What follows belongs to an exercise in optimizing a design on an open flow for small area, a short achievable clock period and few clock cycles; a production flow would make more cautious choices. The RTL was checked by simulation tests, not by an equivalence proof against the original design. No activity file was given, so power comes from the tool's default toggle rates.

[flow/constraint.sdc]
create_clock -name core_clock -period 8.5 [get_ports {clk}]
set_input_delay 1.7000 -clock core_clock [delete_from_list [all_inputs] [get_ports {clk}]]
set_output_delay 1.7000 -clock core_clock [all_outputs]
set_load 0.01 [all_outputs]
[flow/run.sh]
#!/bin/bash
# synth_recipe.tcl (not shown) runs the flow's synth.tcl, then flattens the netlist and writes it again
# the make line also repeats each setting of config.mk as NAME=value (left out here)
make -C /OpenROAD-flow-scripts/flow DESIGN_CONFIG=/design/flow/config.mk WORK_HOME=/design/flow/orfs CLKGATE_MAP_FILE= SYNTH_SCRIPT=/design/flow/synth_recipe.tcl finish
[flow/design.v]
`default_nettype none
package aluPkg;
    localparam int DataWidth = 32;
    localparam int OpWidth   = 5;
    typedef union packed {
        struct packed {
            logic [5:0] opcode;
            logic [4:0] rs;
            logic [4:0] rt;
            logic [4:0] rd;
            logic [4:0] shamt;
            logic [5:0] func;
        } rType;
        struct packed {
            logic [5:0]  opcode;
            logic [4:0]  rs;
            logic [4:0]  rt;
            logic [15:0] imm;
        } iType;
    } instrWord;
    localparam logic [5:0] OpcRType = 6'b000000;
    localparam logic [5:0] OpcAddi  = 6'b001000;
    localparam logic [5:0] OpcAddiu = 6'b001001;
    localparam logic [5:0] OpcSlti  = 6'b001010;
    localparam logic [5:0] OpcSltiu = 6'b001011;
    localparam logic [5:0] OpcOri   = 6'b001101;
    localparam logic [5:0] OpcXori  = 6'b001110;
    localparam logic [5:0] OpcBeq   = 6'b000100;
    localparam logic [5:0] OpcBne   = 6'b000101;
    localparam logic [5:0] FnSll  = 6'b000000;
    localparam logic [5:0] FnSrl  = 6'b000010;
    localparam logic [5:0] FnSra  = 6'b000011;
    localparam logic [5:0] FnSllv = 6'b000100;
    localparam logic [5:0] FnSrlv = 6'b000110;
    localparam logic [5:0] FnSrav = 6'b000111;
    localparam logic [5:0] FnAdd  = 6'b100000;
    localparam logic [5:0] FnAddu = 6'b100001;
    localparam logic [5:0] FnSub  = 6'b100010;
    localparam logic [5:0] FnSubu = 6'b100011;
    localparam logic [5:0] FnAnd  = 6'b100100;
    localparam logic [5:0] FnOr   = 6'b100101;
    localparam logic [5:0] FnXor  = 6'b100110;
    localparam logic [5:0] FnNor  = 6'b100111;
    localparam logic [5:0] FnSlt  = 6'b101010;
    localparam logic [5:0] FnSltu = 6'b101011;
    localparam logic [OpWidth-1:0] AluAdd    = 5'd0;
    localparam logic [OpWidth-1:0] AluAddOvf = 5'd1;
    localparam logic [OpWidth-1:0] AluSub    = 5'd2;
    localparam logic [OpWidth-1:0] AluSubOvf = 5'd3;
    localparam logic [OpWidth-1:0] AluAnd    = 5'd4;
    localparam logic [OpWidth-1:0] AluOr     = 5'd5;
    localparam logic [OpWidth-1:0] AluXor    = 5'd6;
    localparam logic [OpWidth-1:0] AluNor    = 5'd7;
    localparam logic [OpWidth-1:0] AluSlt    = 5'd8;
    localparam logic [OpWidth-1:0] AluSltu   = 5'd9;
    localparam logic [OpWidth-1:0] AluSll    = 5'd10;
    localparam logic [OpWidth-1:0] AluSrl    = 5'd11;
    localparam logic [OpWidth-1:0] AluSra    = 5'd12;
    localparam logic [OpWidth-1:0] AluBeq    = 5'd13;
    localparam logic [OpWidth-1:0] AluBne    = 5'd14;
    localparam logic [OpWidth-1:0] AluNop    = 5'd15;
    localparam int FlagZero = 2;
    localparam int FlagNeg  = 1;
    localparam int FlagOvf  = 0;
endpackage
`default_nettype wire
`timescale 1ns/1ps
`default_nettype none
import aluPkg::*;
module cmdFifo #(
    parameter int FifoDepth = 4
) (
    input  wire logic                 clk,
    input  wire logic                 rstN,
    input  wire logic                 push,
    input  wire logic [31:0]          pushInstr,
    input  wire logic [DataWidth-1:0] pushA,
    input  wire logic [DataWidth-1:0] pushB,
    input  wire logic                 pop,
    output logic      [31:0]          headInstr,
    output logic      [DataWidth-1:0] headA,
    output logic      [DataWidth-1:0] headB,
    output logic                      notEmpty,
    output logic                      inCredit
);
    localparam int PtrW = (FifoDepth > 1) ? $clog2(FifoDepth) : 1;
    localparam int CntW = $clog2(FifoDepth + 1);
    logic [31:0]          memInstr [FifoDepth];
    logic [DataWidth-1:0] memA     [FifoDepth];
    logic [DataWidth-1:0] memB     [FifoDepth];
    logic [PtrW-1:0]      wrPtr;
    logic [PtrW-1:0]      rdPtr;
    logic [CntW-1:0]      count;
    logic                 full;
    logic                 doPush;
    logic                 doPop;
    assign full      = (count == CntW'(FifoDepth));
    assign notEmpty  = (count != '0);
    assign doPush    = push && !full;
    assign doPop     = pop && notEmpty;
    assign headInstr = memInstr[rdPtr];
    assign headA     = memA[rdPtr];
    assign headB     = memB[rdPtr];
    always_ff @(posedge clk) begin
        if (doPush) begin
            memInstr[wrPtr] <= pushInstr;
            memA[wrPtr]     <= pushA;
            memB[wrPtr]     <= pushB;
        end
    end
    always_ff @(posedge clk or negedge rstN) begin
        if (!rstN) begin
            wrPtr    <= '0;
            rdPtr    <= '0;
            count    <= '0;
            inCredit <= 1'b0;
        end else begin
            inCredit <= doPop;                        
            if (doPush) begin
                wrPtr <= (wrPtr == PtrW'(FifoDepth - 1)) ? '0 : wrPtr + 1'b1;
            end
            if (doPop) begin
                rdPtr <= (rdPtr == PtrW'(FifoDepth - 1)) ? '0 : rdPtr + 1'b1;
            end
            if (doPush && !doPop) begin
                count <= count + 1'b1;
            end else if (doPop && !doPush) begin
                count <= count - 1'b1;
            end
        end
    end
endmodule
`default_nettype wire
`timescale 1ns/1ps
`default_nettype none
module creditIssue #(
    parameter int OutCredits = 2
) (
    input  wire logic clk,
    input  wire logic rstN,
    input  wire logic notEmpty,
    input  wire logic outCredit,
    output logic      pop
);
    localparam int CntW = $clog2(OutCredits + 1);
    logic [CntW-1:0] count;
    assign pop = notEmpty && (count != '0);           
    always_ff @(posedge clk or negedge rstN) begin
        if (!rstN) begin
            count <= CntW'(OutCredits);
        end else begin
            case ({pop, outCredit})
                2'b10:   count <= count - 1'b1;
                2'b01:   count <= count + 1'b1;
                default: count <= count;               
            endcase
        end
    end
endmodule
`default_nettype wire
`timescale 1ns/1ps
`default_nettype none
import aluPkg::*;
module aluDecode (
    input  wire logic                 clk,
    input  wire logic                 rstN,
    input  wire logic                 inValid,
    input  wire logic [31:0]          instrBits,
    input  wire logic [DataWidth-1:0] regA,
    input  wire logic [DataWidth-1:0] regB,
    output logic                      decValid,
    output logic      [OpWidth-1:0]   opCode,
    output logic      [DataWidth-1:0] opA,
    output logic      [DataWidth-1:0] opB,
    output logic      [4:0]           shiftAmt,
    output logic      [DataWidth-1:0] branchTarget,
    output logic                      illegal
);
    aluPkg::instrWord     instr;
    logic                 isR;
    logic [4:0]           rsField;
    logic [4:0]           rtField;
    logic [DataWidth-1:0] rsVal;
    logic [DataWidth-1:0] rtVal;
    logic [DataWidth-1:0] immSext;
    logic [DataWidth-1:0] immZext;
    logic                 usesRt;
    logic                 badReg;
    logic                 badCode;
    logic [OpWidth-1:0]   opNext;
    logic [DataWidth-1:0] opANext;
    logic [DataWidth-1:0] opBNext;
    logic [4:0]           shNext;
    assign instr   = instrBits;
    assign isR     = (instr.rType.opcode == OpcRType);
    assign rsField = instr.rType.rs;
    assign rtField = instr.rType.rt;
    assign rsVal   = rsField[0] ? regB : regA;           
    assign rtVal   = rtField[0] ? regB : regA;
    assign immSext = {{(DataWidth-16){instr.iType.imm[15]}}, instr.iType.imm};
    assign immZext = {{(DataWidth-16){1'b0}}, instr.iType.imm};
    assign usesRt  = isR || (instr.iType.opcode == OpcBeq) || (instr.iType.opcode == OpcBne);
    assign badReg  = (rsField > 5'd1) || (usesRt && (rtField > 5'd1));
    always_comb begin
        opNext  = AluNop;
        opANext = rsVal;
        opBNext = rtVal;
        shNext  = '0;
        badCode = 1'b0;
        if (isR) begin
            case (instr.rType.func)
                FnAdd:  opNext = AluAddOvf;
                FnAddu: opNext = AluAdd;
                FnSub:  opNext = AluSubOvf;
                FnSubu: opNext = AluSub;
                FnAnd:  opNext = AluAnd;
                FnOr:   opNext = AluOr;
                FnXor:  opNext = AluXor;
                FnNor:  opNext = AluNor;
                FnSlt:  opNext = AluSlt;
                FnSltu: opNext = AluSltu;
                FnSll, FnSrl, FnSra: begin
                    opANext = rtVal;                    
                    shNext  = instr.rType.shamt;
                    opNext  = (instr.rType.func == FnSll) ? AluSll :
                              (instr.rType.func == FnSrl) ? AluSrl : AluSra;
                end
                FnSllv, FnSrlv, FnSrav: begin
                    opANext = rtVal;
                    shNext  = rsVal[4:0];
                    opNext  = (instr.rType.func == FnSllv) ? AluSll :
                              (instr.rType.func == FnSrlv) ? AluSrl : AluSra;
                end
                default: badCode = 1'b1;
            endcase
        end else begin
            opBNext = immSext;
            case (instr.iType.opcode)
                OpcAddi:  opNext = AluAddOvf;
                OpcAddiu: opNext = AluAdd;
                OpcSlti:  opNext = AluSlt;
                OpcSltiu: opNext = AluSltu;           
                OpcOri: begin
                    opNext  = AluOr;
                    opBNext = immZext;
                end
                OpcXori: begin
                    opNext  = AluXor;
                    opBNext = immZext;
                end
                OpcBeq, OpcBne: begin
                    opNext  = (instr.iType.opcode == OpcBeq) ? AluBeq : AluBne;
                    opBNext = rtVal;
                end
                default: badCode = 1'b1;
            endcase
        end
    end
    always_ff @(posedge clk or negedge rstN) begin
        if (!rstN) begin
            decValid <= 1'b0;
        end else begin
            decValid <= inValid;
        end
    end
    always_ff @(posedge clk) begin
        if (inValid) begin
            opCode       <= (badReg || badCode) ? AluNop : opNext;
            opA          <= opANext;
            opB          <= opBNext;
            shiftAmt     <= shNext;
            branchTarget <= immSext << 2;
            illegal      <= badReg || badCode;
        end
    end
endmodule
`default_nettype wire
`timescale 1ns/1ps
`default_nettype none
import aluPkg::*;
module aluExecute (
    input  wire logic                 clk,
    input  wire logic                 rstN,
    input  wire logic                 decValid,
    input  wire logic [OpWidth-1:0]   opCode,
    input  wire logic [DataWidth-1:0] opA,
    input  wire logic [DataWidth-1:0] opB,
    input  wire logic [4:0]           shiftAmt,
    input  wire logic [DataWidth-1:0] branchTarget,
    input  wire logic                 illegal,
    output logic                      outValid,
    output logic      [DataWidth-1:0] result,
    output logic      [2:0]           flags,
    output logic                      illegalOut
);
    localparam int Msb = DataWidth - 1;
    logic [DataWidth-1:0] sum;
    logic [DataWidth-1:0] diff;
    logic                 same;
    logic [DataWidth-1:0] resNext;
    logic [2:0]           flagsNext;
    assign sum  = opA + opB;
    assign diff = opA - opB;
    assign same = (opA == opB);
    always_comb begin
        resNext   = '0;
        flagsNext = '0;
        case (opCode)
            AluAdd: resNext = sum;
            AluAddOvf: begin
                resNext            = sum;
                flagsNext[FlagOvf] = (opA[Msb] == opB[Msb]) && (sum[Msb] != opA[Msb]);
            end
            AluSub: resNext = diff;
            AluSubOvf: begin
                resNext            = diff;
                flagsNext[FlagOvf] = (opA[Msb] != opB[Msb]) && (diff[Msb] != opA[Msb]);
            end
            AluAnd: resNext = opA & opB;
            AluOr:  resNext = opA | opB;
            AluXor: resNext = opA ^ opB;
            AluNor: resNext = ~(opA | opB);
            AluSlt: begin
                resNext            = diff;
                flagsNext[FlagNeg] = ($signed(opA) < $signed(opB));
            end
            AluSltu: begin
                resNext            = diff;
                flagsNext[FlagNeg] = (opA < opB);
            end
            AluSll: resNext = opA << shiftAmt;
            AluSrl: resNext = opA >> shiftAmt;
            AluSra: resNext = $signed(opA) >>> shiftAmt;
            AluBeq: begin
                flagsNext[FlagZero] = same;
                resNext             = same ? branchTarget : DataWidth'(4);
            end
            AluBne: begin
                flagsNext[FlagZero] = same;
                resNext             = same ? DataWidth'(4) : branchTarget;
            end
            default: begin                          
                resNext   = '0;
                flagsNext = '0;
            end
        endcase
    end
    always_ff @(posedge clk or negedge rstN) begin
        if (!rstN) begin
            outValid <= 1'b0;
        end else begin
            outValid <= decValid;
        end
    end
    always_ff @(posedge clk) begin
        if (decValid) begin
            result     <= resNext;
            flags      <= flagsNext;
            illegalOut <= illegal;
        end
    end
endmodule
`default_nettype wire
`timescale 1ns/1ps
`default_nettype none
import aluPkg::*;
module aluTop #(
    parameter int FifoDepth  = 4,
    parameter int OutCredits = 2
) (
    input  wire logic                 clk,
    input  wire logic                 rstN,
    input  wire logic                 inValid,
    input  wire logic [31:0]          instr,
    input  wire logic [DataWidth-1:0] regA,
    input  wire logic [DataWidth-1:0] regB,
    output logic                      inCredit,
    output logic                      outValid,
    output logic      [DataWidth-1:0] result,
    output logic      [2:0]           flags,
    output logic                      illegal,
    input  wire logic                 outCredit
);
    logic [31:0]          headInstr;
    logic [DataWidth-1:0] headA;
    logic [DataWidth-1:0] headB;
    logic                 notEmpty;
    logic                 pop;
    logic                 decValid;
    logic [OpWidth-1:0]   opCode;
    logic [DataWidth-1:0] opA;
    logic [DataWidth-1:0] opB;
    logic [4:0]           shiftAmt;
    logic [DataWidth-1:0] branchTarget;
    logic                 decIllegal;
    cmdFifo #(.FifoDepth(FifoDepth)) uFifo (
        .clk, .rstN,
        .push(inValid), .pushInstr(instr), .pushA(regA), .pushB(regB),
        .pop, .headInstr, .headA, .headB, .notEmpty, .inCredit
    );
    creditIssue #(.OutCredits(OutCredits)) uIssue (
        .clk, .rstN, .notEmpty, .outCredit, .pop
    );
    aluDecode uDecode (
        .clk, .rstN,
        .inValid(pop), .instrBits(headInstr), .regA(headA), .regB(headB),
        .decValid, .opCode, .opA, .opB, .shiftAmt, .branchTarget,
        .illegal(decIllegal)
    );
    aluExecute uExecute (
        .clk, .rstN,
        .decValid, .opCode, .opA, .opB, .shiftAmt, .branchTarget,
        .illegal(decIllegal),
        .outValid, .result, .flags, .illegalOut(illegal)
    );
endmodule
`default_nettype wire
[flow/config.mk]
export PLATFORM = sky130hd
export DESIGN_NAME = aluTop
export DESIGN_NICKNAME = aluTop
export VERILOG_FILES = /design/flow/design.v
export SDC_FILE = /design/flow/constraint.sdc
export NUM_CORES = 4
export LEC_CHECK = 0
export CAP_MARGIN = 20
export CORE_MARGIN = 2
export CORE_UTILIZATION = 40
export PLACE_DENSITY = 0.6
export SLEW_MARGIN = 20
==> reports/qor.csv <==
metric,value,unit
drc,0,
r2r_cells,10,
io_buffers,137,
hold_class,reg2reg,
clk_latency,650,ps
post_cts_buffers,0,
clk_path_buf_depth,3,
cp.arrival,5050,ps
antennaDiodeCount,0,
vdd_ir_drop_max,0.271,mV
cts_buffers,56,
worstSetupPathType,reg2reg,
via_per_inst,6.14,
overflow,0,
slowest_stage,nor2_2,
syn_to_final_growth,14.1,%
cp_max_fo,15,
fin_skew,51.6,ps
drive_above_1_share,12.5,%
hold_viol_final,0,
clk_pin_slew,70,ps
die_x,275,um
antenna_found_initial,1,
seq_area,15600,um^2
avgSynthCellArea,12.6,um^2
layout_commonest_cell,edfxtp_1,
synth_edf_count,510,
num_rows,99,
cts_resized,0,
routed_wl,92900,um
slew_violations,0,
async_flop_share,2.11,%
layout_worst_path_cycle_share,53.8,%
grt_pass1_vias,20300,
required,8970,ps
drt_iter0_drc,2396,
cts_sinks,521,
nFillCells,6555,
grt_pass1_wl,136000,um
die_h,275,um
critPathLaunchType,flip-flop,
ios,138,
min_path_cells,0,
stdcell_count,3400,
ctsHtreeMaxLevel,2,
min_period,4580,ps
grt_util_all_layers,24.3,%
wire_per_inst,27.3,um
clock.fmax,219,MHz
die-area,75500,um^2
p_leak,11.9,nW
grt_setup_unrepaired,false,
gp_congestion,1.01,
dpl.cell_count,3296,
maxCapViolations,0,
root_buffer,clkbuf_16,
grt_max_degree,90,
worstHoldEndpoint,uExecute.illegalOut,
drt_first_pass_iters,6,
setup_ws,3920,ps
syn_nets,2536,
pre_cts_slack,3890,ps
netlist_area,29300,um^2
tns,0,ps
nets,2610,
seq_area_frac_synth,53.1,%
yosys_warnings,4,
p_per_area,446,nW/um^2
hp-start,uDecode.illegal,
setup_viol,0,
status,no timing/DRC/antenna violations,
yosysUniqueCellTypes,99,
cp_cell_sequence,"inv_1, ha_1, nor3_1, nand4b_1, or3_1, mux2_2, nor2_2, a211o_1, o311ai_1, o21ai_1",
initial_core_util,40.3,%
core_area,72800,um^2
ant_nets,0,
max-slew-margin-rel,31.2,%
reg2reg_from,uDecode.opA[1],
ys_ff_latch,521,
cts_hold_buf,0,
regToRegSetupSlack,3920,ps
crit_path_end_kind,flip-flop,
rr_endpoint,uExecute.result[31],
cts_tree,yes,
worst_slew_pin_slew,1030,ps
multi_input_area,12700,um^2
synth_cells,2322,
vias,20900,
ys.flop_type,edfxtp_1,
dpl.hpwl,65700,um
timing.hold.ws,426,ps
final_cell_mix,"edfxtp_1, nor2_1, nand2_1",
crit_path_max_incr_delay,780,ps
logic make-up after synthesis:
kind of cell | after synthesis | synth area share (%)
AO/OA/AOI/OAI | 584 | 13.2
flip-flops | 521 | 53.1
AND/OR/NAND/NOR | 505 | 8.05
multiplexers | 287 | 15.5
buffers and inverters | 269 | 3.86
adder cells (fa/ha/maj) | 114 | 4.94
XOR/XNOR | 42 | 1.25
cells in the mapped netlist (5+ instances only):
master	instances	area share [%]
o22ai_1	29	0.62
xor2_1	9	0.27
and2_1	11	0.23
mux2_2	17	0.65
a211oi_1	45	1.2
nand4_1	11	0.23
mux2_1	32	1.2
a31oi_1	11	0.23
nand3_1	27	0.46
and3_1	5	0.11
o21ai_0	133	2.3
ha_1	111	4.7
buf_1	20	0.26
buf_4	8	0.20
o221ai_1	17	0.51
clkbuf_1	76	0.97
xnor2_1	33	0.99
nor4_1	17	0.36
a211o_1	9	0.27
inv_1	109	1.4
edfxtp_1	510	52
or3_1	6	0.13
nor2b_1	16	0.34
mux4_2	129	9.9
o21bai_1	14	0.36
o32ai_1	5	0.15
a21oi_1	142	2.4
o21ai_1	6	0.10
a221oi_1	20	0.60
nor3_1	43	0.73
nand2_1	143	1.8
o211ai_1	27	0.69
dfrtp_1	10	0.85
a22oi_1	10	0.26
nor2_1	171	2.2
a221o_1	15	0.51
o2111ai_1	7	0.21
a21o_1	18	0.46
buf_2	50	0.85
a311oi_1	8	0.24
nand2b_1	24	0.51
o21a_1	9	0.23
o31ai_1	7	0.18
mux2i_1	108	3.7
per-stage QoR:
stage          util, %  power, mW  instance area [um^2]
3_3_place_gp      43.3       12.2                 31500
5_1_grt           46.0       15.7                 33500
3_5_place_dp      43.3       12.3                 31500
6_report          46.0       15.0                 33500
4_1_cts           45.9       14.8                 33500
2_1_floorplan        -       9.62                 29300
state kept, by name (all words and copies together), names as in the netlist, 4 cells and up:
name and cells:
uFifo.memInstr 128, uDecode.shiftAmt 5, uDecode.opCode 4, uExecute.result 32, uDecode.opB 32, uDecode.opA 32
uFifo.memB 128, uFifo.memA 128, uDecode.branchTarget 16
per-layer routing:
metal  GRT usage, %  vias to the layer above  share of wire (%)
met5              0                        -                  0
met4           9.70                        0                4.3
met3           3.54                      178                7.0
met2           37.5                      961                 45
met1           34.6                    10600                 44
li1               -                     9200                  -
layout make-up:
type	count	share of cell area, %
Timing Repair Buffer	174	5.02
Inverter	111	1.25
Tap cell	959	3.58
Clock inverter	28	1.23
Clock buffer	75	4.55
Multi-Input combinational cell	1532	37.8
Sequential cell	521	46.6
power breakdown:
part | switching (mW) | leakage [nW] | internal (mW) | total, mW
logic | 4.96 | 6.05 | 2.91 | 7.87
clock network | 1.06 | 0.929 | 1.48 | 2.54
registers | 0.716 | 4.91 | 3.83 | 4.55
total | 6.73 | 11.9 | 8.22 | 15.0
critical path, delay by kind of cell (launching register included):
family                   cells  cell delay (ps)
multiplexers                 1              320
adder cells (fa/ha/maj)      1              400
buffers and inverters        1              180
flip-flops                   1              730
AO/OA/AOI/OAI                3              560
AND/OR/NAND/NOR              4             2230
how the worst max path moves through the flow:
stage                                 to  cells past startpoint            from
floorplan               uFifo.memA[0][0]                      2         inValid
global placement    uFifo.memInstr[2][6]                      4         inValid
detailed placement  uFifo.memInstr[2][7]                      4         inValid
CTS                      uDecode.opA[20]                      6  uFifo.rdPtr[0]
global route             uDecode.opA[20]                      6  uFifo.rdPtr[0]
finish               uExecute.result[31]                     10  uDecode.opA[1]
Testbench counts, summed over its fixed seeds: cycles 8,008.

==> re-timing with driven ports <==
No port has a modelled driver above. Below, the same layout with a new extraction and two added sets of constraints. Step 1 (the two cells are an assumption about what drives the block):
set clk [get_ports {clk}]
set_driving_cell -lib_cell sky130_fd_sc_hd__clkbuf_16 $clk
set_driving_cell -lib_cell sky130_fd_sc_hd__buf_2 [delete_from_list [all_inputs] $clk]
Step 2 also shifts input and output timing later by t, the mid clock arrival at the registers, as if the neighbouring blocks saw the same clock. a / b / c = ideal ports / drivers / drivers and shift; a / b = the first two.
shift t [ns]: 0.690
slack for setup (ns): 3.925 / 3.925 / 3.880
hold slack, ns: 0.426 / 0.426 / 0.426
clock arrival spread, ns: 0.052 / 0.052
After both steps setup and hold are still met in this run. For this run, drivers alone change the setup slack by 0.000 ns; drivers and shift together by -0.045 ns.
